Source: an optimization exercise on an open RTL-to-GDS flow (aim: small area and few clock cycles). Production flows keep margins and buffers that such runs may drop.
The RTL was checked by simulation tests, not by an equivalence proof against the original design.
Power and IR drop assume default switching activity. The clock port is modelled as an ideal driver; clocking choices that lean on that would not hold on a real chip.

[design/flow/run.sh]
#!/bin/bash
# synth_recipe.tcl (not shown) runs the flow's synth.tcl, then flattens the netlist and writes it again
# the make line also repeats each setting of config.mk as NAME=value (left out here)
make -C /OpenROAD-flow-scripts/flow DESIGN_CONFIG=/design/flow/config.mk WORK_HOME=/design/flow/orfs CLKGATE_MAP_FILE= SYNTH_SCRIPT=/design/flow/synth_recipe.tcl finish
[design/flow/config.mk]
export PLATFORM = sky130hd
export DESIGN_NAME = block_whitener
export DESIGN_NICKNAME = block_whitener
export VERILOG_FILES = /design/flow/design.v
export SDC_FILE = /design/flow/constraint.sdc
export NUM_CORES = 4
export LEC_CHECK = 0
export CAP_MARGIN = 20
export CORE_MARGIN = 2
export CORE_UTILIZATION = 45
export PLACE_DENSITY = 0.6
export SLEW_MARGIN = 20
[design/flow/constraint.sdc]
create_clock -name core_clock -period 5.0 [get_ports {clk}]
set_input_delay 1.0000 -clock core_clock [delete_from_list [all_inputs] [get_ports {clk}]]
set_output_delay 1.0000 -clock core_clock [all_outputs]
set_load 0.01 [all_outputs]
[design/flow/design.v]
`default_nettype none
package block_pkg;
	typedef logic [31:0] word_t;
	typedef struct packed
	{
		word_t w3;
		word_t w2;
		word_t w1;
		word_t w0;
	} block_t;
	localparam int BLOCK_W = 4 * 32;
	function automatic int count_width(input int max_count);
		int w;
		w = 1;
		while ((1 << w) <= max_count)
		begin
			w = w + 1;
		end
		count_width = w;
	endfunction
	function automatic int index_width(input int depth);
		index_width = count_width(depth - 1);
	endfunction
endpackage
`default_nettype wire
`default_nettype none
module fifo_buffer
#(
	parameter int DEPTH = 8,
	parameter logic [DEPTH-1:0] LAND = 8'hC0
)
(
	input logic clk,
	input logic rst,
	input logic write,
	input block_pkg::block_t data_in,
	input logic has_credit_next,
	output block_pkg::block_t data_out,
	output logic nonempty
);
	localparam int W = block_pkg::BLOCK_W;
	logic [W-1:0] slot [0:DEPTH-1];
	logic [DEPTH-1:0] valid;
	logic [DEPTH-1:0] keep;
	logic [DEPTH-1:0] shift;
	logic [DEPTH-1:0] land;
	logic [DEPTH-1:0] load;
	logic [DEPTH-1:0] valid_next;
	logic read_next;
	logic [DEPTH-1:0] vacate_n;
	logic [DEPTH-1:0] keep_n;
	logic [DEPTH-1:0] shift_n;
	logic [DEPTH-1:0] land_n;
	logic [DEPTH:0] free_from_n;
	always_comb
	begin
		load = land & {DEPTH{write}};
		valid_next = keep | shift | load;
		read_next = valid_next[0] && has_credit_next;
		vacate_n[0] = read_next;
		for (int i = 0; i < DEPTH - 1; i++)
		begin
			shift_n[i] = valid_next[i + 1] && (!valid_next[i] || vacate_n[i]);
			vacate_n[i + 1] = shift_n[i];
		end
		shift_n[DEPTH - 1] = 1'b0;
		keep_n = valid_next & ~vacate_n;
		free_from_n[DEPTH] = 1'b1;
		for (int i = DEPTH - 1; i >= 0; i--)
			free_from_n[i] = free_from_n[i + 1] && !(keep_n[i] || shift_n[i]);
		land_n = '0;
		for (int i = DEPTH - 1; i >= 0; i--)
			if (LAND[i] && free_from_n[i])
				land_n = DEPTH'(1) << i;
	end
	always_ff @(posedge clk)
	begin
		if (rst)
		begin
			valid <= '0;
			keep <= '0;
			shift <= '0;
			land <= '0;
			for (int i = DEPTH - 1; i >= 0; i--)
				if (LAND[i])
					land <= DEPTH'(1) << i;
		end
		else
		begin
			valid <= valid_next;
			keep <= keep_n;
			shift <= shift_n;
			land <= land_n;
		end
	end
	always_ff @(posedge clk)
	begin
		for (int i = 0; i < DEPTH - 1; i++)
			if (LAND[i])
				slot[i] <= (slot[i] & {W{keep[i]}}) | (slot[i + 1] & {W{shift[i]}}) | (data_in & {W{load[i]}});
			else
				slot[i] <= (slot[i] & {W{keep[i]}}) | (slot[i + 1] & {W{shift[i]}});
		slot[DEPTH - 1] <= (slot[DEPTH - 1] & {W{keep[DEPTH - 1]}}) | (data_in & {W{load[DEPTH - 1]}});
	end
	assign data_out = slot[0];
	assign nonempty = valid[0];
endmodule
`default_nettype wire
`default_nettype none
module credit_counter
#(
	parameter int INIT = 4
)
(
	input logic clk,
	input logic rst,
	input logic consume,
	input logic give_back,
	output logic has_credit,
	output logic has_credit_next
);
	localparam int CNT_W = block_pkg::count_width(INIT);
	generate
		if (INIT < 1)
		begin : g_init_check
			$error("credit_counter needs at least one credit.");
		end
	endgenerate
	logic [CNT_W-1:0] count;
	logic [CNT_W-1:0] count_next;
	always_comb
	begin
		case ({consume, give_back})
			2'b10: count_next = count - 1'b1;
			2'b01: count_next = count + 1'b1;
			default: count_next = count;
		endcase
	end
	always_ff @(posedge clk)
	begin
		if (rst)
			count <= CNT_W'(INIT);
		else
			count <= count_next;
	end
	assign has_credit = (count != '0);
	assign has_credit_next = (count_next != '0);
endmodule
`default_nettype wire
`default_nettype none
module whitening_stage
(
	input block_pkg::block_t data,
	input block_pkg::block_t key,
	output block_pkg::block_t result
);
	assign result = data ^ key;
endmodule
`default_nettype wire
`default_nettype none
module block_whitener
#(
	parameter int FIFO_DEPTH = 8,
	parameter int OUT_CREDITS = 4
)
(
	input logic clk,
	input logic rst,
	input logic in_valid,
	input block_pkg::block_t in_block,
	output logic in_credit,
	input block_pkg::block_t key,
	output logic out_valid,
	output block_pkg::block_t out_block,
	input logic out_credit
);
	block_pkg::block_t head;
	logic nonempty;
	logic has_credit;
	logic has_credit_next;
	logic beat;
	fifo_buffer #(
		.DEPTH(FIFO_DEPTH)
	) u_fifo_buffer (
		.clk(clk),
		.rst(rst),
		.write(in_valid),
		.data_in(in_block),
		.has_credit_next(has_credit_next),
		.data_out(head),
		.nonempty(nonempty)
	);
	credit_counter #(
		.INIT(OUT_CREDITS)
	) u_credit_counter (
		.clk(clk),
		.rst(rst),
		.consume(beat),
		.give_back(out_credit),
		.has_credit(has_credit),
		.has_credit_next(has_credit_next)
	);
	whitening_stage u_whitening_stage (
		.data(head),
		.key(key),
		.result(out_block)
	);
	assign beat = nonempty && has_credit;
	assign out_valid = beat;
	assign in_credit = beat;
endmodule
`default_nettype wire
==> run summary, run 1 <==
Netlist Area Pre-Place around 0.033 sq mm; Design Power 16400 uW; CP Launch Type input pin; core box area 0.0727 sq mm; Place WS roughly 1100 ps; full die area between 0.07 and 0.08 sq mm; post-route ant nets 0; syn_area_per_cell roughly 13 sq um; # nets final 3151; Final Wtd Congestion slightly below 0.8; worst vdd ir approximately 0.24 mV; Required @ worst endpoint ~4000 ps; placed cell area about 0.037 sq mm; post-route setup slack approximately 1800 ps; DIE WIDTH 275 um; HPWL after detailed placement ~47000 um; Area Growth Syn to Fin 23.0%; Fillers 5998; FF+latch area ~0.021 sq mm; vias ~22000; Clock Skews between 10 and 15 ps; Final Critical Period roughly 3200 ps; 1st-pass router iterations 8; Total Negative Setup Slacks 0 ps; clk slew on worst S/H paths roughly 60 ps; worst-path fanout max 1; share of layout cells above drive strength 1 0.0641; Buffers on Ports 389; Final Instance Area 0.0405 sq mm; Die Span Y 275 um; final WL roughly 80000 um; initial antenna violation count 7; Worst-Skew Late Latency 630 ps; leakage 0.0164 uW; worst rel slew slack 0.282; vias in the first global route 22100; Clock Tree Root clkbuf_16; Synthesis Warnings 3; # Post-CTS Setup Buffers 0; Synth cell types 29; multi-input combinational cell area around 0.011 sq mm; commonest non-fill, non-tap cell in the layout dfxtp_1; Seq/Total Area, Yosys 0.635; max-cap viol count 0; RSZ-0062 raised after global routing no; io pins between 300 and 400; CTS Hold Buffers Added 0; initial core utilization 0.453; Overflow after GRT 0; Fin. Hold Viols 0; max-slew violation count 0; Net Count, Synth about 2900; final-report setup violation count 0; status finished clean; clk sinks between 1000 and 1500; drt drc 0; largest net degree at the start of global routing 93; period utilization 0.646; Hold WC Path Type flip-flop to flip-flop; # rows 99; first-pass GRT wire length 126000 um; Vias/cell roughly 5.7; P per Cell Area 404 mW/mm^2; TritonCTS clock tree done; crit path DAT 2230 ps; CTS Buffer Depth 3; Post-synth EDFFs 0; Post-Synthesis Cells ~2600; CTS Buf Count 99; Synth async-reset ratio 0; Fmax achieved approximately 310 MHz; crit end category primary output; WS Path Type input pin to primary output; most frequent cells in the layout dfxtp_1 (1030), a22o_1 (896), clkdlybuf4s50_1 (389); flops & latches, synth around 1000; total track usage 0.208; post-cts resize count 0; Primary FF master, synth dfxtp_1; 1st-iter DRT viols approximately 1500; measured slew at the worst slew-check pin between 1000 and 1500 ps; routed len/inst 20.5 um; Hold WS 458 ps; H-tree Lvls 3
layout make-up:
type / instances / share of cell area
Clock buffer: 150 / 0.0721
Tap cell: 959 / 0.0296
Antenna cell: 3 / 0.000185
Clock inverter: 26 / 0.00648
Timing Repair Buffer: 409 / 0.100
Multi-Input combinational cell: 1203 / 0.262
Inverter: 131 / 0.0121
Sequential cell: 1045 / 0.518
power breakdown:
group	switching, uW	internal (uW)
registers	79.7	8410
clock network	3050	4220
logic	226	360
total	3360	13000
cells by family after synthesis:
logic type                 after synthesis  synth area share
DFF                                   1045             0.635
xor gates and xnor gates               130            0.0346
and+or+nand+nor                         36           0.00638
adders and majority gates                2          0.000987
muxes                                    2          0.000646
AOI/OAI and AO/OA                     1033             0.279
buffers and inverters                  376            0.0434
state kept, by name (all words and copies together), names as in the netlist:
register	cells
u_credit_counter.count	3
u_fifo_buffer.valid	1
u_fifo_buffer.keep	8
u_fifo_buffer.shift	7
u_fifo_buffer.slot	1024
u_fifo_buffer.land	2
through the flow:
step,cells,utilization
6_report,3926,0.557
5_1_grt,3926,0.557
2_1_floorplan,2624,-
3_3_place_gp,3747,0.513
3_5_place_dp,3747,0.513
4_1_cts,3923,0.557
worst paths after layout:
path	from	endpoint	slack [ps]	cells past startpoint
worst min register to register	u_fifo_buffer.slot[7][38]$_DFF_P_	u_fifo_buffer.slot[6][38]$_DFF_P_	460	2
worst max-delay path	key[88]	out_block[88]	1770	3
worst max register to register	u_credit_counter.count[0]$_SDFF_PP0_	u_fifo_buffer.land[7]$_SDFF_PP0_	1850	9
worst min-delay path	u_fifo_buffer.slot[7][38]$_DFF_P_	u_fifo_buffer.slot[6][38]$_DFF_P_	460	2
cell usage after synthesis, types with 2 or more instances:
cell type / number / area [sq um]
nor4_1: 2 / 12.5
clkbuf_1: 225 / 845
and2_1: 2 / 12.5
nor3b_1: 3 / 22.5
a222oi_1: 128 / 1280
or3_1: 2 / 12.5
inv_1: 131 / 492
xor2_1: 130 / 1140
nor2_1: 14 / 52.6
o31ai_1: 2 / 15.0
o21ai_0: 2 / 10.0
buf_6: 2 / 22.5
nor3b_2: 2 / 25.0
dfxtp_1: 1045 / 20900
a22o_1: 896 / 7850
nor3_1: 9 / 45.0
buf_1: 17 / 63.8
layer usage:
metal / up-vias / routed length [um] / global-route usage
met4: 8 / 1720 / 0.0635
met3: 121 / 4300 / 0.0338
met1: 10800 / 36200 / 0.275
met5: - / 52 / 0
met2: 595 / 38100 / 0.350
li1: 10600 / - / -
worst max-delay path: stages:
cell and delay, ps:
clkdlybuf4s50_1 480, xor2_1 190, clkdlybuf4s50_1 560
Testbench counts, summed over its fixed seeds: cycles 3,668.
==> inputs of run 2 (changes only) <==
==> design/flow/flow/run.sh (new file) <==
#!/bin/bash
# The standard layout, with two changes:
# - each port gets a sky130_fd_sc_hd__buf_1 as its buffer (buffer_ports
#   otherwise picks a larger delay buffer);
# - clock tree synthesis builds larger sink clusters from clkbuf_16 and adds
#   no dummy loads.
# make's output goes to flow_make.log here, and each step's log is copied
# here from orfs/logs/ when the flow ends.
set -uo pipefail
bash standard.sh \
	"BUFFER_PORTS_ARGS=-buffer_cell sky130_fd_sc_hd__buf_1" \
	"CTS_ARGS=-sink_clustering_enable -repair_clock_nets -buf_list sky130_fd_sc_hd__clkbuf_16 -dont_use_dummy_load -sink_clustering_size 30 -sink_clustering_max_diameter 120" \
	finish > flow_make.log 2>&1
status=$?
for f in orfs/logs/*/block_whitener/base/*.log; do
	[ -f "$f" ] && cp "$f" "orfs_$(basename "$f")"
done
exit $status
==> design/flow/standard.sh (new file) <==
#!/bin/bash
# synth_recipe.tcl (not shown) runs the flow's synth.tcl, then flattens the netlist and writes it again
# the make line also repeats each setting of config.mk as NAME=value (left out here)
make -C /OpenROAD-flow-scripts/flow DESIGN_CONFIG=/design/flow/config.mk WORK_HOME=/design/flow/orfs CLKGATE_MAP_FILE= SYNTH_SCRIPT=/design/flow/synth_recipe.tcl "${@:-finish}"
removed: design/flow/run.sh
==> run 2 against run 1 <==
Effect of this change: still clean on timing, DRC and antenna; maximum frequency up 1.6%; sequential power about the same; worst hold slack lost 1.9 ps; sequential share of layout area up 6.7 points; non-clock buffer count shrank 2; core utilization down 6.4 points; flip-flop and latch count unchanged; global-route usage down 1.2 points; clock power fell by 47%; synthesized area did not move; critical path depth rose by 6; register-to-register slack worse by 30 ps; critical endpoint is now u_fifo_buffer.land[7]$_SDFF_PP0_; largest cell class unchanged.
==> run summary, run 2 <==
status finished clean; share of layout cells above drive strength 1 0.0280 (-0.0361); flops & latches, synth 1045 (unchanged); initial antenna violation count 7 (unchanged); full die area 0.0754 sq mm (unchanged); post-route ant nets 0 (unchanged); most frequent cells in the layout dfxtp_1 (1030), a22o_1 (896), buf_1 (389); Synthesis Warnings 3 (unchanged); P per Cell Area 355 mW/mm^2 (-12%); Final Critical Period 3180 ps (-50.5 ps); Post-synth EDFFs 0 (unchanged); Largest register FFs 1024 (unchanged); core box area 0.0727 sq mm (unchanged); min-delay src u_fifo_buffer.slot[1][101]$_DFF_P_; vias 21600 (-2.6%); largest net degree at the start of global routing 91 (-2.2%); Non-Filler Instances 3788 (-3.5%); top cell type by total area after synthesis dfxtp_1; Net Count, Synth 2886 (unchanged); leakage 0.0143 uW (-13%); Area Growth Syn to Fin 8.98%; crit path DAT 3690 ps (+1460 ps); Overflow after GRT 0 (unchanged); Die Span Y 275 um (unchanged); placed cell area 0.0349 sq mm (-6.6%); Critical R2R Launch u_credit_counter.count[0]$_SDFF_PP0_; Place WS 1530 ps (+440 ps); # nets final 3090 (-1.9%); io pins 390 (unchanged); hold path cells 1 (-1); TritonCTS clock tree done; post-cts resize count 0 (unchanged); max-cap viol count 0 (unchanged); period utilization 0.636 (-0.0101); drt drc 0 (unchanged); Reg power frac 0.666 (+0.147); Switch Pwr 2730 uW (-19%); final-report setup violation count 0 (unchanged); commonest non-fill, non-tap cell in the layout dfxtp_1; Primary FF master, synth dfxtp_1; Post-Synthesis Cells 2624 (unchanged); Fin. Hold Viols 0 (unchanged); Cell Int Power 10000 uW (-23%); measured slew at the worst slew-check pin 1050 ps (-26.2 ps); WS Path Type flip-flop to flip-flop; clock network power share 0.304 (-0.141); DIE WIDTH 275 um (unchanged); total track usage 0.197 (-0.0118); worst-path fanout max 6 (+5); clk slew on worst S/H paths 120 ps (+60 ps); crit end category flip-flop; Seq/Total Area, Yosys 0.635 (unchanged); vias in the first global route 20900 (-5.2%); CTS Buffer Depth 3 (unchanged); HPWL after detailed placement 45600 um (-2.0%); # rows 99 (unchanged); Clock Tree Root clkbuf_16; initial core utilization 0.453 (unchanged); register with the highest flop count u_fifo_buffer.slot; syn_area_per_cell 12.6 sq um (unchanged); routed len/inst 20.3 um (-0.75%); WHS Endpoint u_fifo_buffer.slot[0][101]$_DFF_P_; # Post-CTS Setup Buffers 0 (unchanged); Final Core Density 0.494 (-0.0635); Largest regs u_fifo_buffer.slot x1024, u_fifo_buffer.keep x8, u_fifo_buffer.shift x7; Hold WC Path Type flip-flop to flip-flop; first-pass GRT wire length 120000 um (-5.2%); CTS Hold Buffers Added 0 (unchanged); commonest cells in the netlist dfxtp_1 (1045), a22o_1 (896), clkbuf_1 (225), inv_1 (131), xor2_1 (130); clk sinks 1045 (unchanged); R2R setup slack 1820 ps (-30 ps); 1st-iter DRT viols 1767 (+15%); Reg2Reg Depth 9 (unchanged); logic gate share of total power 0.030 (-0.006); Fmax achieved 315 MHz (+1.6%); Clock Skews 31.0 ps (+17.2 ps); worst vdd ir 0.224 mV (-7.1%); Worst-Skew Late Latency 610 ps (-20 ps); Synth async-reset ratio 0 (unchanged); Final Wtd Congestion 0.786 (+1.3%); H-tree Lvls 2 (-1); Netlist Area Pre-Place 0.0329 sq mm (unchanged); most numerous cell in the Yosys netlist dfxtp_1; Sw Ratio 0.214 (+0.00856); Post-Place Cells 3744 (-0.080%); RSZ-0062 raised after global routing no; share of the synthesized area in the top cell type 0.635 (unchanged); top cells by area, synth dfxtp_1 (63%), a22o_1 (24%), a222oi_1 (3.9%); max-slew violation count 0 (unchanged); worst r2r dst u_fifo_buffer.land[7]$_SDFF_PP0_; Vias/cell 5.70 (+0.94%); Required @ worst endpoint 5510 ps (+1510 ps); worst rel slew slack 0.299 (+0.0175); Final Instance Area 0.0359 sq mm (-11%); 1st-pass router iterations 7 (-1); Buffers on Ports 389 (unchanged); Total Negative Setup Slacks 0 ps (unchanged); post-route setup slack 1820 ps (+50.5 ps); CTS Buf Count 40 (-60%); final WL 77000 um (-4.2%); CP Launch Type flip-flop; Synth cell types 29 (unchanged); Fillers 6340 (+5.7%)
[run 2: layer usage]
metal,vias up,global-route usage,wire length (um)
met5,-,0,49
met1,10500,0.263,35500
met2,554,0.333,36000
li1,10400,-,-
met3,94,0.0278,3710
met4,8,0.0523,1680
[run 2: how the worst max path moves through the flow]
| stage | end | startpoint | slack [ps] | cells after the start |
|---|---|---|---|---|
| after floorplan | u_fifo_buffer.land[7]$_SDFF_PP0_ | out_credit | 1800 | 9 |
| after global placement | u_fifo_buffer.land[7]$_SDFF_PP0_ | out_credit | 1560 | 9 |
| after detailed placement | u_fifo_buffer.land[7]$_SDFF_PP0_ | out_credit | 1530 | 9 |
| after CTS | u_fifo_buffer.land[7]$_SDFF_PP0_ | u_credit_counter.count[0]$_SDFF_PP0_ | 1840 | 9 |
| after global routing | u_fifo_buffer.land[7]$_SDFF_PP0_ | u_credit_counter.count[0]$_SDFF_PP0_ | 1640 | 9 |
| final | u_fifo_buffer.land[7]$_SDFF_PP0_ | u_credit_counter.count[0]$_SDFF_PP0_ | 1820 | 9 |
[run 2: cells by family (layout without fill, tap and decap cells)]
kind of cell    count (synthesis)  in the layout  synth area share
compound gates               1033           1033             0.279
buf+inv                       376            578            0.0434
flops                        1045           1045             0.635
other cells                     0              3                 0
xor+xnor                      130            130            0.0346
fa+ha+maj                       2              2          0.000987
mux                             2              2          0.000646
simple gates                   36             36           0.00638
[run 2: layout make-up]
type,count,area [sq um],share of cell area
clock buffers,40,1000,0.0279
diodes,3,7.51,0.000209
well taps,959,1200,0.0334
repair buffers,407,1630,0.0453
multi-input cells,1203,10600,0.295
inverters,131,492,0.0137
flip-flops and latches,1045,21000,0.584
[run 2: power by group through the flow]
stage               sequential [uW]  clock [uW]  combinational [uW]
floorplan                      8640           0                 220
global placement               8680           0                 377
detailed placement             8680           0                 387
CTS                            8490        4010                 389
global route                   8510        4300                 424
finish                         8490        3870                 385
[run 2: stage by stage]
stage | hold WS [ps] | total power, uW
final | 456 | 12700
after global routing | 485 | 13200
after CTS | 455 | 12900
after detailed placement | 447 | 9070
after global placement | 439 | 9050
after floorplan | 434 | 8860
[run 2: critical path, cell delays in order, from the launching register on]
cell and delay (ps):
dfxtp_1 390, o31ai_1 340, ha_1 250, inv_1 60, fa_1 380, xor2_1 290, o32ai_1 140, or3_1 500
nor4_4 380, mux2_1 350
==> inputs of run 3 (changes only) <==
==> design/flow/flow/run.sh (replaced) <==
#!/bin/bash
# The standard layout, with two changes:
# - each port gets a sky130_fd_sc_hd__buf_1 as its buffer (buffer_ports
#   otherwise picks a larger delay buffer);
# - clock tree synthesis builds sink clusters of up to 18 from clkbuf_8 and adds
#   no dummy loads.
# make's output goes to flow_make.log here, and each step's log is copied
# here from orfs/logs/ when the flow ends.
set -uo pipefail
bash standard.sh \
	"BUFFER_PORTS_ARGS=-buffer_cell sky130_fd_sc_hd__buf_1" \
	"CTS_ARGS=-sink_clustering_enable -repair_clock_nets -buf_list sky130_fd_sc_hd__clkbuf_8 -dont_use_dummy_load -sink_clustering_size 18 -sink_clustering_max_diameter 100" \
	finish > flow_make.log 2>&1
status=$?
for f in orfs/logs/*/block_whitener/base/*.log; do
	[ -f "$f" ] && cp "$f" "orfs_$(basename "$f")"
done
exit $status
==> run 3 against run 2 <==
Effect of this change: first-iteration DRC count fell by 13%; largest cell class unchanged; wire length is 0.51% higher; power decreased by 1.6%; still clean on timing, DRC and antenna; worst setup slack worse by 37 ps; flip-flop and latch count did not move; clock skew is 38 ps higher; synthesized area did not move; sequential share of layout area grew 0.098 points; maximum frequency is 1.1% lower; design area fell by 0.17%; sequential power hardly changed; highest routed layer unchanged; clock power is 5.2% lower; critical endpoint unchanged.
==> run summary, run 3 <==
status finished clean; most numerous cell in the Yosys netlist dfxtp_1; worst-path fanout max 6 (unchanged); CTS Buffer Depth 3 (unchanged); final-report setup violation count 0 (unchanged); commonest non-fill, non-tap cell in the layout dfxtp_1; crit end category flip-flop; Largest regs u_fifo_buffer.slot x1024, u_fifo_buffer.keep x8, u_fifo_buffer.shift x7; Synthesis Warnings 3 (unchanged); post-route ant nets 0 (unchanged); clk slew on worst S/H paths 110 ps (about the same); worst rel slew slack 0.292 (-0.00680); DR WL met3 3820 um (+2.8%); initial antenna violation count 9 (+2); vias 21700 (+0.26%); Area Growth Syn to Fin 8.80%; register with the highest flop count u_fifo_buffer.slot; full die area 0.0754 sq mm (unchanged); Synth cell types 29 (unchanged); syn_area_per_cell 12.6 sq um (unchanged); Hold WC Path Type flip-flop to flip-flop; Metal-1 WL 35500 um (about the same); CP max stage delay 510 ps (about the same); Slowest cell on crit path or3_1; final WL 77300 um (+0.51%); Required @ worst endpoint 5580 ps (+70 ps); P per Cell Area 350 mW/mm^2 (-1.5%); Fmax achieved 311 MHz (-1.1%); leakage 0.0143 uW (about the same); Netlist Area Pre-Place 0.0329 sq mm (unchanged); top cells by area, synth dfxtp_1 (63%), a22o_1 (24%), a222oi_1 (3.9%); max-slew violation count 0 (unchanged); Fin. Hold Viols 0 (unchanged); core box area 0.0727 sq mm (unchanged); share of layout cells above drive strength 1 0.0375 (+0.00954); RSZ-0062 raised after global routing no; Top Family by Delay on Critical Path simple AND/OR/NAND/NOR gates; routed len/inst 20.3 um (-0.28%); crit path DAT 3800 ps (+110 ps); first-pass GRT wire length 121000 um (+0.80%); Net Count, Synth 2886 (unchanged); H-tree Lvls 3 (+1); Worst-Skew Late Latency 680 ps (+70 ps); Seq/Total Area, Yosys 0.635 (unchanged); # nets final 3118 (+0.91%); Total Negative Setup Slacks 0 ps (unchanged); HPWL after detailed placement 45600 um (unchanged); # Post-CTS Setup Buffers 0 (unchanged); post-cts resize count 0 (unchanged); vias in the first global route 21200 (+1.4%); 1st-pass router iterations 6 (-1); Overflow after GRT 0 (unchanged); Final Core Density 0.493 (-0.000826); Buffers on Ports 389 (unchanged); io pins 390 (unchanged); Die Span Y 275 um (unchanged); crit path cell chain o31ai_1 > ha_1 > inv_1 > fa_1 > xor2_1 > o32ai_1 > or3_1 > nor4_4 > mux2_1; flops & latches, synth 1045 (unchanged); Primary FF master, synth dfxtp_1; CP Launch Type flip-flop; share of the synthesized area in the top cell type 0.635 (unchanged); WS Path Type flip-flop to flip-flop; total track usage 0.199 (+0.00249); top cell type by total area after synthesis dfxtp_1; clk sinks 1045 (unchanged); Final Wtd Congestion 0.786 (unchanged); met2 routed WL 36000 um (about the same); Largest register FFs 1024 (unchanged); 1st-iter DRT viols 1531 (-13%); Clock Skews 69.0 ps (+38.0 ps); Clock Tree Root clkbuf_8; TritonCTS clock tree done; top routing layer used met5; # rows 99 (unchanged); most frequent cells in the layout dfxtp_1 (1030), a22o_1 (896), buf_1 (389); Fillers 6376 (+0.57%); CTS Buf Count 68 (+70%); Post-synth EDFFs 0 (unchanged); Post-Synthesis Cells 2624 (unchanged); max-cap viol count 0 (unchanged); Final Critical Period 3210 ps (+36.5 ps); measured slew at the worst slew-check pin 1060 ps (+10.2 ps); largest net degree at the start of global routing 91 (unchanged); Synth async-reset ratio 0 (unchanged); period utilization 0.643 (+0.00730); worst vdd ir 0.171 mV (-24%); Buf/Inv on CP 1 (unchanged); Vias/cell 5.67 (-0.52%); CTS Hold Buffers Added 0 (unchanged); commonest cells in the netlist dfxtp_1 (1045), a22o_1 (896), clkbuf_1 (225), inv_1 (131), xor2_1 (130); DIE WIDTH 275 um (unchanged); drt drc 0 (unchanged); initial core utilization 0.453 (unchanged)
## run 3: area by class of cell
| cell class | instances | area, sq um | share of cell area |
|---|---|---|---|
| Inverter | 131 | 492 | 0.0137 |
| Tap cell | 959 | 1200 | 0.0335 |
| Sequential cell | 1045 | 21000 | 0.585 |
| Antenna cell | 5 | 12.5 | 0.000349 |
| Timing Repair Buffer | 407 | 1630 | 0.0454 |
| Multi-Input combinational cell | 1203 | 10600 | 0.296 |
| Clock buffer | 68 | 936 | 0.0261 |
## run 3: cells by family (layout without fill, tap and decap cells)
kind of cell	Yosys count	count (layout)	share of synthesized area
xor gates and xnor gates	130	130	0.0346
and+or+nand+nor	36	36	0.00638
other	0	5	0
muxes	2	2	0.000646
adders and majority gates	2	2	0.000987
buffers and inverters	376	606	0.0434
DFF	1045	1045	0.635
AOI/OAI and AO/OA	1033	1033	0.279
## run 3: final timing paths
kind                                   startpoint                                  to  slack [ps]  cells after the start
min            u_fifo_buffer.slot[6][126]$_DFF_P_  u_fifo_buffer.slot[5][126]$_DFF_P_         390                      1
min reg2reg    u_fifo_buffer.slot[6][126]$_DFF_P_  u_fifo_buffer.slot[5][126]$_DFF_P_         390                      1
max          u_credit_counter.count[0]$_SDFF_PP0_    u_fifo_buffer.land[7]$_SDFF_PP0_        1790                      9
max reg2reg  u_credit_counter.count[0]$_SDFF_PP0_    u_fifo_buffer.land[7]$_SDFF_PP0_        1790                      9
## run 3: power by group
group          switching (uW)  total [uW]  internal, uW
clock network            2430        3670          1230
registers                82.0        8490          8410
logic                     225         385           161
total                    2740       12500          9800
## run 3: per-layer routing
metal,vias up,GRT usage
li1,10400,-
met1,10500,0.264
met2,594,0.333
met3,119,0.0289
met4,8,0.0671
met5,-,0
## run 3: stage by stage
stage	std cells	total power (uW)	hold slack (ps)	worst slack, ps	cell area (sq um)
after CTS	3812	12700	392	1820	35800
after floorplan	2624	8860	434	1800	32900
after global routing	3818	13100	403	1640	35800
after global placement	3744	9050	439	1560	34900
final	3818	12500	387	1790	35800
after detailed placement	3744	9070	447	1530	34900
==> inputs of run 4 (changes only) <==
--- a/design/flow/design.v
+++ b/design/flow/design.v
@@ -37,14 +37,18 @@
 	input logic has_credit_next,
 	output block_pkg::block_t data_out,
+	output logic data_inverted,
 	output logic nonempty
 );
-	localparam int W = block_pkg::BLOCK_W;
+	localparam int W = block_pkg::BLOCK_W + 1;
 	logic [W-1:0] slot [0:DEPTH-1];
 	logic [DEPTH-1:0] valid;
 	logic [DEPTH-1:0] keep;
 	logic [DEPTH-1:0] shift;
+	logic [DEPTH-1:0] keep_l;
+	logic [DEPTH-1:0] shift_l;
 	logic [DEPTH-1:0] land;
 	logic [DEPTH-1:0] load;
 	logic [DEPTH-1:0] valid_next;
+	logic [W-1:0] entry_in;
 	logic read_next;
 	logic [DEPTH-1:0] vacate_n;
@@ -55,4 +59,7 @@
 	always_comb
 	begin
+		keep = ~keep_l;
+		shift = ~shift_l;
+		entry_in = {1'b0, data_in};
 		load = land & {DEPTH{write}};
 		valid_next = keep | shift | load;
@@ -79,6 +86,6 @@
 		begin
 			valid <= '0;
-			keep <= '0;
-			shift <= '0;
+			keep_l <= '1;
+			shift_l <= '1;
 			land <= '0;
 			for (int i = DEPTH - 1; i >= 0; i--)
@@ -89,6 +96,6 @@
 		begin
 			valid <= valid_next;
-			keep <= keep_n;
-			shift <= shift_n;
+			keep_l <= ~keep_n;
+			shift_l <= ~shift_n;
 			land <= land_n;
 		end
@@ -98,10 +105,11 @@
 		for (int i = 0; i < DEPTH - 1; i++)
 			if (LAND[i])
-				slot[i] <= (slot[i] & {W{keep[i]}}) | (slot[i + 1] & {W{shift[i]}}) | (data_in & {W{load[i]}});
+				slot[i] <= ~((slot[i] & {W{keep[i]}}) | (slot[i + 1] & {W{shift[i]}}) | (entry_in & {W{load[i]}}));
 			else
-				slot[i] <= (slot[i] & {W{keep[i]}}) | (slot[i + 1] & {W{shift[i]}});
-		slot[DEPTH - 1] <= (slot[DEPTH - 1] & {W{keep[DEPTH - 1]}}) | (data_in & {W{load[DEPTH - 1]}});
-	end
-	assign data_out = slot[0];
+				slot[i] <= ~((slot[i] | {W{keep_l[i]}}) & (slot[i + 1] | {W{shift_l[i]}}));
+		slot[DEPTH - 1] <= ~((slot[DEPTH - 1] | {W{keep_l[DEPTH - 1]}}) & (entry_in | {W{!load[DEPTH - 1]}}));
+	end
+	assign data_out = slot[0][W-2:0];
+	assign data_inverted = slot[0][W-1];
 	assign nonempty = valid[0];
 endmodule
@@ -152,8 +160,9 @@
 (
 	input block_pkg::block_t data,
+	input logic data_inverted,
 	input block_pkg::block_t key,
 	output block_pkg::block_t result
 );
-	assign result = data ^ key;
+	assign result = data ^ (key ^ {block_pkg::BLOCK_W{data_inverted}});
 endmodule
 `default_nettype wire
@@ -176,4 +185,5 @@
 );
 	block_pkg::block_t head;
+	logic head_inverted;
 	logic nonempty;
 	logic has_credit;
@@ -189,4 +199,5 @@
 		.has_credit_next(has_credit_next),
 		.data_out(head),
+		.data_inverted(head_inverted),
 		.nonempty(nonempty)
 	);
@@ -203,4 +214,5 @@
 	whitening_stage u_whitening_stage (
 		.data(head),
+		.data_inverted(head_inverted),
 		.key(key),
 		.result(out_block)
==> run 4 against run 3 <==
Effect of this change: still clean on timing, DRC and antenna; via count up 3.4%; worst setup slack got worse by 190 ps; global-route usage grew 0.77 points; sequential power is 2.7% higher; critical path depth is 6 lower; maximum frequency down 5.6%; power grew 2.7%; combinational power grew 37%; wire length up 0.31%; clock power about the same; critical path type is now flip-flop to primary output; largest power group unchanged.
==> run summary, run 4 <==
status finished clean; Largest regs u_fifo_buffer.slot x1032, u_fifo_buffer.keep_l x8, u_fifo_buffer.shift_l x7; P per Cell Area 374 mW/mm^2 (+6.9%); min-delay src u_fifo_buffer.slot[7][108]$_DFF_P_; flops & latches, synth 1053 (+0.77%); vias in the first global route 22000 (+3.8%); Final Critical Period 3400 ps (+189 ps); register with the highest flop count u_fifo_buffer.slot; DIE WIDTH 269 um (-1.9%); CTS Buf Count 68 (unchanged); 1st-iter DRT viols 1775 (+16%); io pins 390 (unchanged); clk slew on worst S/H paths 120 ps (about the same); Synth cell types 37 (+28%); Fmax achieved 294 MHz (-5.6%); Clock Skews 45.1 ps (-24.0 ps); full die area 0.0725 sq mm (-3.9%); CP Launch Point u_fifo_buffer.slot[0][128]$_DFF_P_; Reg power frac 0.677 (about the same); Design Power 12900 uW (+2.7%); top cell type by total area after synthesis dfxtp_1; drt drc 0 (unchanged); Fin. Hold Viols 0 (unchanged); post-route ant nets 0 (unchanged); Vias/cell 5.87 (+3.4%); final-report setup violation count 0 (unchanged); Total Negative Setup Slacks 0 ps (unchanged); crit end category primary output; Post-synth EDFFs 0 (unchanged); TritonCTS clock tree done; leakage 0.0124 uW (-13%); logic gate share of total power 0.041 (+0.010); # nets final 3139 (+0.67%); top cells by area, synth dfxtp_1 (67%), o22ai_1 (18%), xnor2_1 (7.1%); Required @ worst endpoint 4000 ps (-1580 ps); share of layout cells above drive strength 1 0.0383 (+0.000770); Buffers on Ports 389 (unchanged); 1st-pass router iterations 6 (unchanged); HPWL after detailed placement 47200 um (+3.4%); Synth async-reset ratio 0 (unchanged); most numerous cell in the Yosys netlist dfxtp_1; worst-path fanout max 33 (+27); Cell Int Power 10100 uW (+2.6%); Seq/Total Area, Yosys 0.666 (+0.0309); # rows 97 (-2.0%); Net Count, Synth 2925 (+1.4%); WS Path Type flip-flop to primary output; Die Span Y 269 um (-1.9%); measured slew at the worst slew-check pin 1100 ps (+41.5 ps); largest net degree at the start of global routing 84 (-7.7%); total track usage 0.207 (+0.00770); initial antenna violation count 4 (-5); CTS Hold Buffers Added 0 (unchanged); Hold WS 393 ps (+6.55 ps); commonest cells in the netlist dfxtp_1 (1053), o22ai_1 (902), xnor2_1 (256), clkbuf_1 (230), a222oi_1 (128); Critical R2R Launch u_credit_counter.count[0]$_SDFF_PP0_; Hold WC Path Type flip-flop to flip-flop; post-cts resize count 0 (unchanged); Final Wtd Congestion 0.827 (+5.3%); Area Growth Syn to Fin 8.85% (about the same); clock network power share 0.283 (-0.009); commonest non-fill, non-tap cell in the layout dfxtp_1; # Post-CTS Setup Buffers 0 (unchanged); Netlist Area Pre-Place 0.0317 sq mm (-3.9%); CTS Buffer Depth 3 (unchanged); Worst-Skew Late Latency 680 ps (about the same); Overflow after GRT 0 (unchanged); R2R setup slack 2200 ps (+410 ps); H-tree Lvls 3 (unchanged); worst rel slew slack 0.265 (-0.0277); syn_area_per_cell 11.9 sq um (-5.3%); Place WS 1830 ps (+297 ps); Switch Pwr 2820 uW (+3.1%); Clock Tree Root clkbuf_8; most frequent cells in the layout dfxtp_1 (1039), o22ai_1 (902), buf_1 (389); period utilization 0.681 (+0.0379); worst vdd ir 0.209 mV (+22%); CP Launch Type flip-flop; core box area 0.0698 sq mm (-4.0%); share of the synthesized area in the top cell type 0.666 (+0.0309); Largest register FFs 1032 (+0.78%); final WL 77600 um (+0.31%); RSZ-0062 raised after global routing no; first-pass GRT wire length 122000 um (+1.5%); clk sinks 1053 (+0.77%); Synthesis Warnings 3 (unchanged); Primary FF master, synth dfxtp_1; post-route setup slack 1600 ps (-189 ps); routed len/inst 20.3 um (+0.28%); Sw Ratio 0.219 (+0.000705); Final Core Density 0.494 (+0.000765); crit path DAT 2400 ps (-1400 ps); max-cap viol count 0 (unchanged); Post-Synthesis Cells 2663 (+1.5%); vias 22400 (+3.4%); initial core utilization 0.454 (+0.000510); max-slew violation count 0 (unchanged)
==> run 4: cell types whose count changed after synthesis, sizes merged, moves of 5 or more <==
cell / delta
a22o: -896
buf: +15
clkbuf: +5
dfxtp: +8
inv: -126
nand2: +13
nor2: -10
nor3: -8
o22ai: +901
xnor2: +256
xor2: -128
==> run 4: power groups by stage <==
stage	Sequential [uW]	Combinational, uW	Clock (uW)
6_report	8720	526	3640
2_1_floorplan	8850	344	0
3_3_place_gp	8910	509	0
3_5_place_dp	8910	527	0
4_1_cts	8720	528	3770
5_1_grt	8750	574	4070
==> run 4: layer usage <==
metal | track usage | part of all wire | wire length [um]
met5 | 0 | 0 | 0
met4 | 0.0687 | 0.024 | 1890
met3 | 0.0271 | 0.045 | 3530
met2 | 0.355 | 0.48 | 37400
met1 | 0.269 | 0.45 | 34800
==> run 4: layout make-up <==
type / instances / area [sq um]
fill: 6267 / 35300
clock buffer: 68 / 936
timing repair buffer: 409 / 1640
tap: 940 / 1180
multi-input combinational: 1340 / 9540
antenna: 4 / 10.0
inverter: 5 / 23.8
sequential: 1053 / 21100
==> run 4: per-stage QoR <==
step	cells	area, sq um
after global routing	3819	34500
final	3819	34500
after floorplan	2663	31700
after detailed placement	3747	33500
after CTS	3815	34400
after global placement	3747	33500
==> run 4: cell families (layout without fill, tap and decap cells) <==
| family | after synthesis | after routing | synth area share |
|---|---|---|---|
| AOI/OAI and AO/OA | 1049 | 1049 | 0.224 |
| xor gates and xnor gates | 258 | 258 | 0.0714 |
| adders and majority gates | 2 | 2 | 0.00103 |
| buffers and inverters | 270 | 482 | 0.0330 |
| DFF | 1053 | 1053 | 0.666 |
| muxes | 1 | 1 | 0.000316 |
| other | 0 | 4 | 0 |
| and+or+nand+nor | 30 | 30 | 0.00470 |
==> run 4: path summary, 6_finish.rpt <==
| path | cells past startpoint | end |
|---|---|---|
| min reg2reg | 1 | u_fifo_buffer.slot[6][108]$_DFF_P_ |
| max | 3 | out_block[26] |
| max reg2reg | 9 | u_fifo_buffer.land[7]$_SDFF_PP0_ |
| min | 1 | u_fifo_buffer.slot[6][108]$_DFF_P_ |
==> run 4: critical path, stage by stage, from the launching register on <==
cell and delay, ps:
dfxtp_4 710, buf_4 570, xnor2_1 190, buf_1 180
Testbench counts of run 4, summed over its fixed seeds: cycles 3,668.
==> inputs of run 5 (changes only) <==
==> design/flow/flow/run.sh (replaced) <==
#!/bin/bash
# The standard layout, with two changes:
# - each port gets a sky130_fd_sc_hd__buf_1 as its buffer (buffer_ports
#   otherwise picks a larger delay buffer);
# - clock tree synthesis builds sink clusters of up to 10 from clkbuf_4 and adds
#   no dummy loads.
# make's output goes to flow_make.log here, and each step's log is copied
# here from orfs/logs/ when the flow ends.
set -uo pipefail
bash standard.sh \
	"BUFFER_PORTS_ARGS=-buffer_cell sky130_fd_sc_hd__buf_1" \
	"CTS_ARGS=-sink_clustering_enable -repair_clock_nets -buf_list sky130_fd_sc_hd__clkbuf_4 -dont_use_dummy_load -sink_clustering_size 10 -sink_clustering_max_diameter 60" \
	finish > flow_make.log 2>&1
status=$?
for f in orfs/logs/*/block_whitener/base/*.log; do
	[ -f "$f" ] && cp "$f" "orfs_$(basename "$f")"
done
exit $status
==> run 5 against run 4 <==
Effect of this change: largest cell class unchanged; critical endpoint is now out_block[8]; first-iteration DRC count decreased by 0.51%; global-route usage increased by 0.15 points; power decreased by 1.1%; clock skew increased by 21 ps; highest routed layer unchanged; critical path depth unchanged.
==> run summary, run 5 <==
Vias/cell 5.84 (-0.46%); routed len/inst 20.1 um (-1.2%); Area Growth Syn to Fin 8.62%; P per Cell Area 370 mW/mm^2 (-0.93%); 1st-iter DRT viols 1766 (-0.51%); RSZ-0062 raised after global routing no; Synth async-reset ratio 0 (unchanged); max-cap viol count 0 (unchanged); H-tree Lvls 3 (unchanged); io pins 390 (unchanged); top cell type by total area after synthesis dfxtp_1; 1st-pass router iterations 9 (+3); flops & latches, synth 1053 (unchanged); Final Wtd Congestion 0.827 (unchanged); Design Power 12700 uW (-1.1%); Buffers on Ports 389 (unchanged); commonest cells in the netlist dfxtp_1 (1053), o22ai_1 (902), xnor2_1 (256), clkbuf_1 (230), a222oi_1 (128); Largest register FFs 1032 (unchanged); DIE WIDTH 269 um (unchanged); Largest regs u_fifo_buffer.slot x1032, u_fifo_buffer.keep_l x8, u_fifo_buffer.shift_l x7; core box area 0.0698 sq mm (unchanged); Final Critical Period 3630 ps (+228 ps); most frequent cells in the layout dfxtp_1 (1039), o22ai_1 (902), buf_1 (389); most numerous cell in the Yosys netlist dfxtp_1; Netlist Area Pre-Place 0.0317 sq mm (unchanged); Place WS 1830 ps (unchanged); vias in the first global route 22500 (+2.4%); Hold WC Path Type input pin to flip-flop; Synth cell types 37 (unchanged); max-slew violation count 0 (unchanged); Seq/Total Area, Yosys 0.666 (unchanged); crit path DAT 2630 ps (+230 ps); final-report setup violation count 0 (unchanged); clk sinks 1053 (unchanged); Post-Synthesis Cells 2663 (unchanged); measured slew at the worst slew-check pin 1110 ps (+8.79 ps); Clock Skews 66.4 ps (+21.3 ps); first-pass GRT wire length 123000 um (+0.73%); Clock Tree Root clkbuf_4; worst vdd ir 0.157 mV (-25%); status finished clean; final WL 77600 um (about the same); leakage 0.0124 uW (+0.32%); CP max stage delay 710 ps (about the same); total track usage 0.208 (+0.00150); Required @ worst endpoint 4000 ps (about the same); Primary FF master, synth dfxtp_1; # Post-CTS Setup Buffers 0 (unchanged); WS Path Type flip-flop to primary output; full die area 0.0725 sq mm (unchanged); register with the highest flop count u_fifo_buffer.slot; period utilization 0.726 (+0.0455); Synthesis Warnings 3 (unchanged); worst rel slew slack 0.259 (-0.00586); drt drc 0 (unchanged); Die Span Y 269 um (unchanged); Post-synth EDFFs 0 (unchanged); Total Negative Setup Slacks 0 ps (unchanged); Fin. Hold Viols 0 (unchanged); share of the synthesized area in the top cell type 0.666 (unchanged); post-route setup slack 1370 ps (-228 ps); TritonCTS clock tree done; largest net degree at the start of global routing 84 (unchanged); Fmax achieved 275 MHz (-6.3%); top cells by area, synth dfxtp_1 (67%), o22ai_1 (18%), xnor2_1 (7.1%); Worst-Skew Late Latency 890 ps (+210 ps); syn_area_per_cell 11.9 sq um (unchanged); commonest non-fill, non-tap cell in the layout dfxtp_1; CTS Buffer Depth 3 (unchanged); initial core utilization 0.454 (unchanged); CTS Buf Count 115 (+69%); Overflow after GRT 0 (unchanged); # rows 97 (unchanged); crit path cell chain buf_4 > xnor2_1 > buf_1; Slowest cell on crit path dfxtp_4; share of layout cells above drive strength 1 0.0537 (+0.0155); initial antenna violation count 5 (+1); HPWL after detailed placement 47200 um (unchanged); crit end category primary output; clk slew on worst S/H paths 110 ps (about the same); Net Count, Synth 2925 (unchanged); post-route ant nets 0 (unchanged); CTS Hold Buffers Added 0 (unchanged); vias 22600 (+0.79%); post-cts resize count 0 (unchanged); # nets final 3186 (+1.5%); CP Launch Type flip-flop; worst-path fanout max 33 (unchanged)
[run 5: changes by cell type in the layout (fill, tap and decap cells not counted), sizes merged]
cell    before  now
clkbuf      68  115
diode        4    5
[run 5: metal layers]
metal / track usage / wire length, um / part of all wire / vias up
met5: 0 / 0 / 0 / -
met4: 0.0850 / 2410 / 0.031 / 0
met3: 0.0302 / 3600 / 0.046 / 132
met2: 0.354 / 37100 / 0.48 / 612
met1: 0.266 / 34500 / 0.44 / 11000
li1: - / - / - / 10900
[run 5: power breakdown]
group          total [uW]  leakage [uW]  switching (uW)  internal, uW
clock network        3500      0.000529            2440          1050
registers            8720       0.00857             144          8570
logic                 526       0.00333             271           255
total               12700        0.0124            2860          9880
[run 5: cell type report]
| class | instances | area [sq um] |
|---|---|---|
| inverters | 5 | 23.8 |
| clock buffers | 115 | 863 |
| well taps | 940 | 1180 |
| diodes | 5 | 12.5 |
| repair buffers | 409 | 1640 |
| multi-input cells | 1340 | 9540 |
| fillers | 6321 | 35400 |
| flip-flops and latches | 1053 | 21100 |
[run 5: stage by stage]
stage / utilization / hold WS, ps / instance area (sq um) / std cells
2_1_floorplan: - / 408 / 31700 / 2663
3_5_place_dp: 0.480 / 427 / 33500 / 3747
3_3_place_gp: 0.480 / 419 / 33500 / 3747
6_report: 0.493 / 296 / 34400 / 3867
5_1_grt: 0.493 / 219 / 34400 / 3867
4_1_cts: 0.493 / 159 / 34400 / 3862
[run 5: path summary, 6_finish.rpt]
check / startpoint / endpoint / slack [ps] / cells past startpoint
setup / recovery: u_fifo_buffer.slot[0][128]$_DFF_P_ / out_block[8] / 1370 / 3
hold / removal: in_block[95] / u_fifo_buffer.slot[7][95]$_DFF_P_ / 300 / 2
setup reg to reg: u_credit_counter.count[0]$_SDFF_PP0_ / u_fifo_buffer.keep_l[5]$_SDFF_PP1_ / 2160 / 9
hold reg to reg: u_fifo_buffer.slot[1][52]$_DFF_P_ / u_fifo_buffer.slot[0][52]$_DFF_P_ / 400 / 1
[run 5: cells by family (layout without fill, tap and decap cells)]
kind of cell,Yosys count,count (layout),share of synthesized area
adder cells (fa/ha/maj),2,2,0.00103
multiplexers,1,1,0.000316
buffers and inverters,270,529,0.0330
AND/OR/NAND/NOR,30,30,0.00470
flip-flops,1053,1053,0.666
XOR/XNOR,258,258,0.0714
other,0,5,0
AO/OA/AOI/OAI,1049,1049,0.224
[run 5: critical path: cells and delay by family (launching register included)]
kind	cells	cell delay (ps)
buffers and inverters	2	740
XOR/XNOR	1	190
flip-flops	1	710
==> inputs of run 6 (changes only) <==
--- a/design/flow/design.v
+++ b/design/flow/design.v
@@ -45,6 +45,4 @@
 	logic [DEPTH-1:0] keep;
 	logic [DEPTH-1:0] shift;
-	logic [DEPTH-1:0] keep_l;
-	logic [DEPTH-1:0] shift_l;
 	logic [DEPTH-1:0] land;
 	logic [DEPTH-1:0] load;
@@ -59,6 +57,4 @@
 	always_comb
 	begin
-		keep = ~keep_l;
-		shift = ~shift_l;
 		entry_in = {1'b0, data_in};
 		load = land & {DEPTH{write}};
@@ -86,6 +82,6 @@
 		begin
 			valid <= '0;
-			keep_l <= '1;
-			shift_l <= '1;
+			keep <= '0;
+			shift <= '0;
 			land <= '0;
 			for (int i = DEPTH - 1; i >= 0; i--)
@@ -96,6 +92,6 @@
 		begin
 			valid <= valid_next;
-			keep_l <= ~keep_n;
-			shift_l <= ~shift_n;
+			keep <= keep_n;
+			shift <= shift_n;
 			land <= land_n;
 		end
@@ -107,6 +103,6 @@
 				slot[i] <= ~((slot[i] & {W{keep[i]}}) | (slot[i + 1] & {W{shift[i]}}) | (entry_in & {W{load[i]}}));
 			else
-				slot[i] <= ~((slot[i] | {W{keep_l[i]}}) & (slot[i + 1] | {W{shift_l[i]}}));
-		slot[DEPTH - 1] <= ~((slot[DEPTH - 1] | {W{keep_l[DEPTH - 1]}}) & (entry_in | {W{!load[DEPTH - 1]}}));
+				slot[i] <= ~((slot[i] | {W{!keep[i]}}) & (slot[i + 1] | {W{!shift[i]}}));
+		slot[DEPTH - 1] <= ~((slot[DEPTH - 1] | {W{!keep[DEPTH - 1]}}) & (entry_in | {W{!load[DEPTH - 1]}}));
 	end
 	assign data_out = slot[0][W-2:0];
==> design/flow/flow/run.sh (replaced) <==
#!/bin/bash
# The standard layout, with two changes:
# - each port gets a sky130_fd_sc_hd__buf_1 as its buffer (buffer_ports
#   otherwise picks a larger delay buffer);
# - clock tree synthesis builds larger sink clusters from clkbuf_16 and adds
#   no dummy loads.
# make's output goes to flow_make.log here, and each step's log is copied
# here from orfs/logs/ when the flow ends.
set -uo pipefail
bash standard.sh \
	"BUFFER_PORTS_ARGS=-buffer_cell sky130_fd_sc_hd__buf_1" \
	"CTS_ARGS=-sink_clustering_enable -repair_clock_nets -buf_list sky130_fd_sc_hd__clkbuf_16 -dont_use_dummy_load -sink_clustering_size 30 -sink_clustering_max_diameter 120" \
	finish > flow_make.log 2>&1
status=$?
for f in orfs/logs/*/block_whitener/base/*.log; do
	[ -f "$f" ] && cp "$f" "orfs_$(basename "$f")"
done
exit $status
==> run 6 against run 5 <==
Effect of this change: critical path type unchanged; core utilization is 0.25 points higher; die area about the same; register-to-register slack got worse by 330 ps; largest cell class unchanged; first-iteration DRC count shrank 5.7%; worst hold slack improved by 74 ps; critical path depth stayed put; combinational power grew 7.6%; still clean on timing, DRC and antenna.
==> run summary, run 6 <==
worst rel slew slack 0.238 (-0.0206); share of layout cells above drive strength 1 0.0284 (-0.0254); Buf/Inv on CP 2 (unchanged); drt drc 0 (unchanged); Post-Place Cells 3755 (+0.21%); max-cap viol count 0 (unchanged); Top Family by Delay on Critical Path buffers and inverters; logic gate share of total power 0.043 (+0.002); hold path cells 1 (-1); Primary FF master, synth dfxtp_1; Final Instance Area 0.0346 sq mm (+0.50%); TritonCTS clock tree done; RSZ-0062 raised after global routing no; Area Growth Syn to Fin 9.17%; top cells by area, synth dfxtp_1 (67%), o22ai_1 (18%), xnor2_1 (7.1%); 1st-pass router iterations 8 (-1); core box area 0.0698 sq mm (unchanged); commonest non-fill, non-tap cell in the layout dfxtp_1; WHS Endpoint u_fifo_buffer.slot[5][27]$_DFF_P_; final WL 77500 um (-0.15%); worst r2r dst u_fifo_buffer.land[7]$_SDFF_PP0_; first-pass GRT wire length 122000 um (-1.3%); Place WS 1450 ps (-377 ps); Seq/Total Area, Yosys 0.666 (about the same); measured slew at the worst slew-check pin 1140 ps (+31.0 ps); post-cts resize count 0 (unchanged); Top Usage Layer GRT met2; Die Span Y 269 um (about the same); Sw Ratio 0.214 (-0.0103); H-tree Lvls 2 (-1); # rows 97 (unchanged); final-report setup violation count 0 (unchanged); Largest regs u_fifo_buffer.slot x1032, u_fifo_buffer.keep x8, u_fifo_buffer.shift x7; min-delay src u_fifo_buffer.slot[6][27]$_DFF_P_; Final Wtd Congestion 0.856 (+3.5%); Final Critical Period 3310 ps (-323 ps); commonest cells in the netlist dfxtp_1 (1053), o22ai_1 (903), xnor2_1 (256), clkbuf_1 (219), a222oi_1 (128); Clock Tree Root clkbuf_16; leakage 0.0124 uW (-0.44%); clock network power share 0.295 (+0.020); # Post-CTS Setup Buffers 0 (unchanged); # nets final 3120 (-2.1%); vias 22100 (-2.1%); Total Negative Setup Slacks 0 ps (unchanged); crit path cell chain buf_12 > xnor2_1 > buf_1; initial antenna violation count 11 (+6); initial core utilization 0.454 (about the same); register with the highest flop count u_fifo_buffer.slot; clk sinks 1053 (unchanged); DIE WIDTH 269 um (about the same); 1st-iter DRT viols 1666 (-5.7%); Synth cell types 36 (-2.7%); CTS Buf Count 41 (-64%); Cell Int Power 10300 uW (+4.5%); most numerous cell in the Yosys netlist dfxtp_1; flops & latches, synth 1053 (unchanged); share of the synthesized area in the top cell type 0.666 (about the same); status finished clean; Vias/cell 5.81 (-0.44%); CP max stage delay 660 ps (-50 ps); Post-synth EDFFs 0 (unchanged); top cell type by total area after synthesis dfxtp_1; total track usage 0.206 (-0.00176); Reg2Reg Depth 9 (unchanged); P per Cell Area 380 mW/mm^2 (+2.6%); crit path DAT 2310 ps (-320 ps); Required @ worst endpoint 4000 ps (about the same); crit end category primary output; Synth async-reset ratio 0 (unchanged); Hold WC Path Type flip-flop to flip-flop; Critical R2R Launch u_credit_counter.count[0]$_SDFF_PP0_; Non-Filler Instances 3803 (-1.7%); max-slew violation count 0 (unchanged); post-route setup slack 1690 ps (+323 ps); CP Launch Type flip-flop; syn_area_per_cell 11.9 sq um (about the same); Fin. Hold Viols 0 (unchanged); most frequent cells in the layout dfxtp_1 (1050), o22ai_1 (903), buf_1 (389); CTS Buffer Depth 3 (unchanged); grt met2 use 0.334 (-0.0201); Net Count, Synth 2927 (+0.068%); Overflow after GRT 0 (unchanged); Buffers on Ports 389 (unchanged); full die area 0.0725 sq mm (about the same); Netlist Area Pre-Place 0.0317 sq mm (about the same); Post-Synthesis Cells 2665 (+0.075%); routed len/inst 20.4 um (+1.5%); Fmax achieved 302 MHz (+9.8%); vias in the first global route 21500 (-4.5%); largest net degree at the start of global routing 130 (+55%); Clock Skews 75.0 ps (+8.57 ps); Largest register FFs 1032 (unchanged); period utilization 0.662 (-0.0646); post-route ant nets 0 (unchanged); Worst-Skew Late Latency 600 ps (-290 ps); met3 track demand over resource 0.0419 (+0.0118); Switch Pwr 2810 uW (-1.6%); worst vdd ir 0.286 mV (+82%); WS Path Type flip-flop to primary output; worst-path fanout max 129 (+290%); CTS Hold Buffers Added 0 (unchanged); Slowest cell on crit path buf_12; placed cell area 0.0335 sq mm (about the same); io pins 390 (unchanged); Synthesis Warnings 3 (unchanged); R2R setup slack 1830 ps (-330 ps); HPWL after detailed placement 48400 um (+2.7%); GR Layer Usage met1 0.275 (+0.00908); Reg power frac 0.662 (-0.022); clk slew on worst S/H paths 110 ps (about the same)
## run 6: cell count changes in the layout (fill, tap and decap cells not counted), moves of 6 or more
cell	delta
clkbuf_16	+41
clkbuf_4	-115
dfxtp_1	+11
dfxtp_4	-11
inv_4	+11
nand2_1	-12
nor2_1	+7
nor3_1	+6
## run 6: routing by layer
layer	vias up	share of wire	routed length, um
met5	-	0.00062	48
li1	10700	-	-
met1	10700	0.46	35700
met2	571	0.45	34900
met3	114	0.056	4360
met4	8	0.032	2450
## run 6: worst max path at each step
stage / start / endpoint / slack, ps / cells after the start
global placement: out_credit / u_fifo_buffer.land[7]$_SDFF_PP0_ / 1390 / 9
CTS: u_fifo_buffer.slot[0][128]$_DFF_P_ / out_block[47] / 1700 / 3
detailed placement: out_credit / u_fifo_buffer.land[7]$_SDFF_PP0_ / 1450 / 9
finish: u_fifo_buffer.slot[0][128]$_DFF_P_ / out_block[47] / 1690 / 3
global route: u_fifo_buffer.slot[0][128]$_DFF_P_ / out_block[40] / 1570 / 3
floorplan: out_credit / u_fifo_buffer.land[7]$_SDFF_PP0_ / 1830 / 9
## run 6: layout make-up
type,instances,area [sq um]
timing repair buffer,408,1620
inverter,15,88.8
fill,6309,35200
tap,940,1180
multi-input combinational,1339,9540
antenna,7,17.5
sequential,1053,21100
clock buffer,41,1030
## run 6: logic make-up after synthesis
| family | after synthesis | synth area share |
|---|---|---|
| AO/OA/AOI/OAI | 1044 | 0.222 |
| XOR/XNOR | 258 | 0.0714 |
| multiplexers | 2 | 0.000672 |
| buffers and inverters | 273 | 0.0330 |
| adder cells (fa/ha/maj) | 2 | 0.00103 |
| flip-flops | 1053 | 0.666 |
| AND/OR/NAND/NOR | 33 | 0.00628 |
## run 6: stage by stage
stage / power, uW / hold WS [ps] / utilization
floorplan: 9190 / 408 / -
global placement: 9430 / 417 / 0.480
detailed placement: 9460 / 426 / 0.480
CTS: 13300 / 373 / 0.495
global route: 13600 / 372 / 0.495
finish: 13100 / 370 / 0.495
## run 6: power groups by stage
stage / Clock [uW] / Combinational [uW] / Sequential (uW)
after global placement: 0 / 550 / 8880
after global routing: 4280 / 618 / 8720
after detailed placement: 0 / 568 / 8890
final: 3870 / 566 / 8690
after floorplan: 0 / 345 / 8850
after CTS: 4000 / 569 / 8690
Testbench counts of run 6, summed over its fixed seeds: cycles 3,668.

[separate check: timing with driven ports]
No port has a modelled driver above. Below, the same layouts with a new extraction and two added sets of constraints. Step 1, drivers: a clkbuf_16 drives clk and a buf_2 each remaining input, both assumed. Step 2 times the ports against the registers' clock, not the clock port: input delays grow and output delays shrink by t, the midpoint of the rising clock arrivals with the driver on. Slacks: no drivers / after step 1 / after step 2; pairs: no drivers / after step 1.
run | t (ns) | setup WS [ns] | hold WS [ns]
run 1 | 0.694 | 1.771 / 1.740 / 1.117 | 0.458 / 0.458 / 0.458
run 2 | 0.661 | 1.822 / 1.822 / 1.507 | 0.456 / 0.456 / 0.456
run 3 | 0.713 | 1.785 / 1.785 / 1.499 | 0.387 / 0.387 / 0.387
run 4 | 0.711 | 1.596 / 1.539 / 1.781 | 0.393 / 0.393 / 0.393
run 5 | 0.922 | 1.368 / 1.313 / 1.784 | 0.296 / 0.284 / 0.399
run 6 | 0.619 | 1.691 / 1.636 / 1.378 | 0.370 / 0.370 / 0.370
After both steps every run listed still meets setup and hold. For run 1, which loses most, drivers alone change the setup slack by -0.031 ns; drivers and shift together by -0.654 ns.
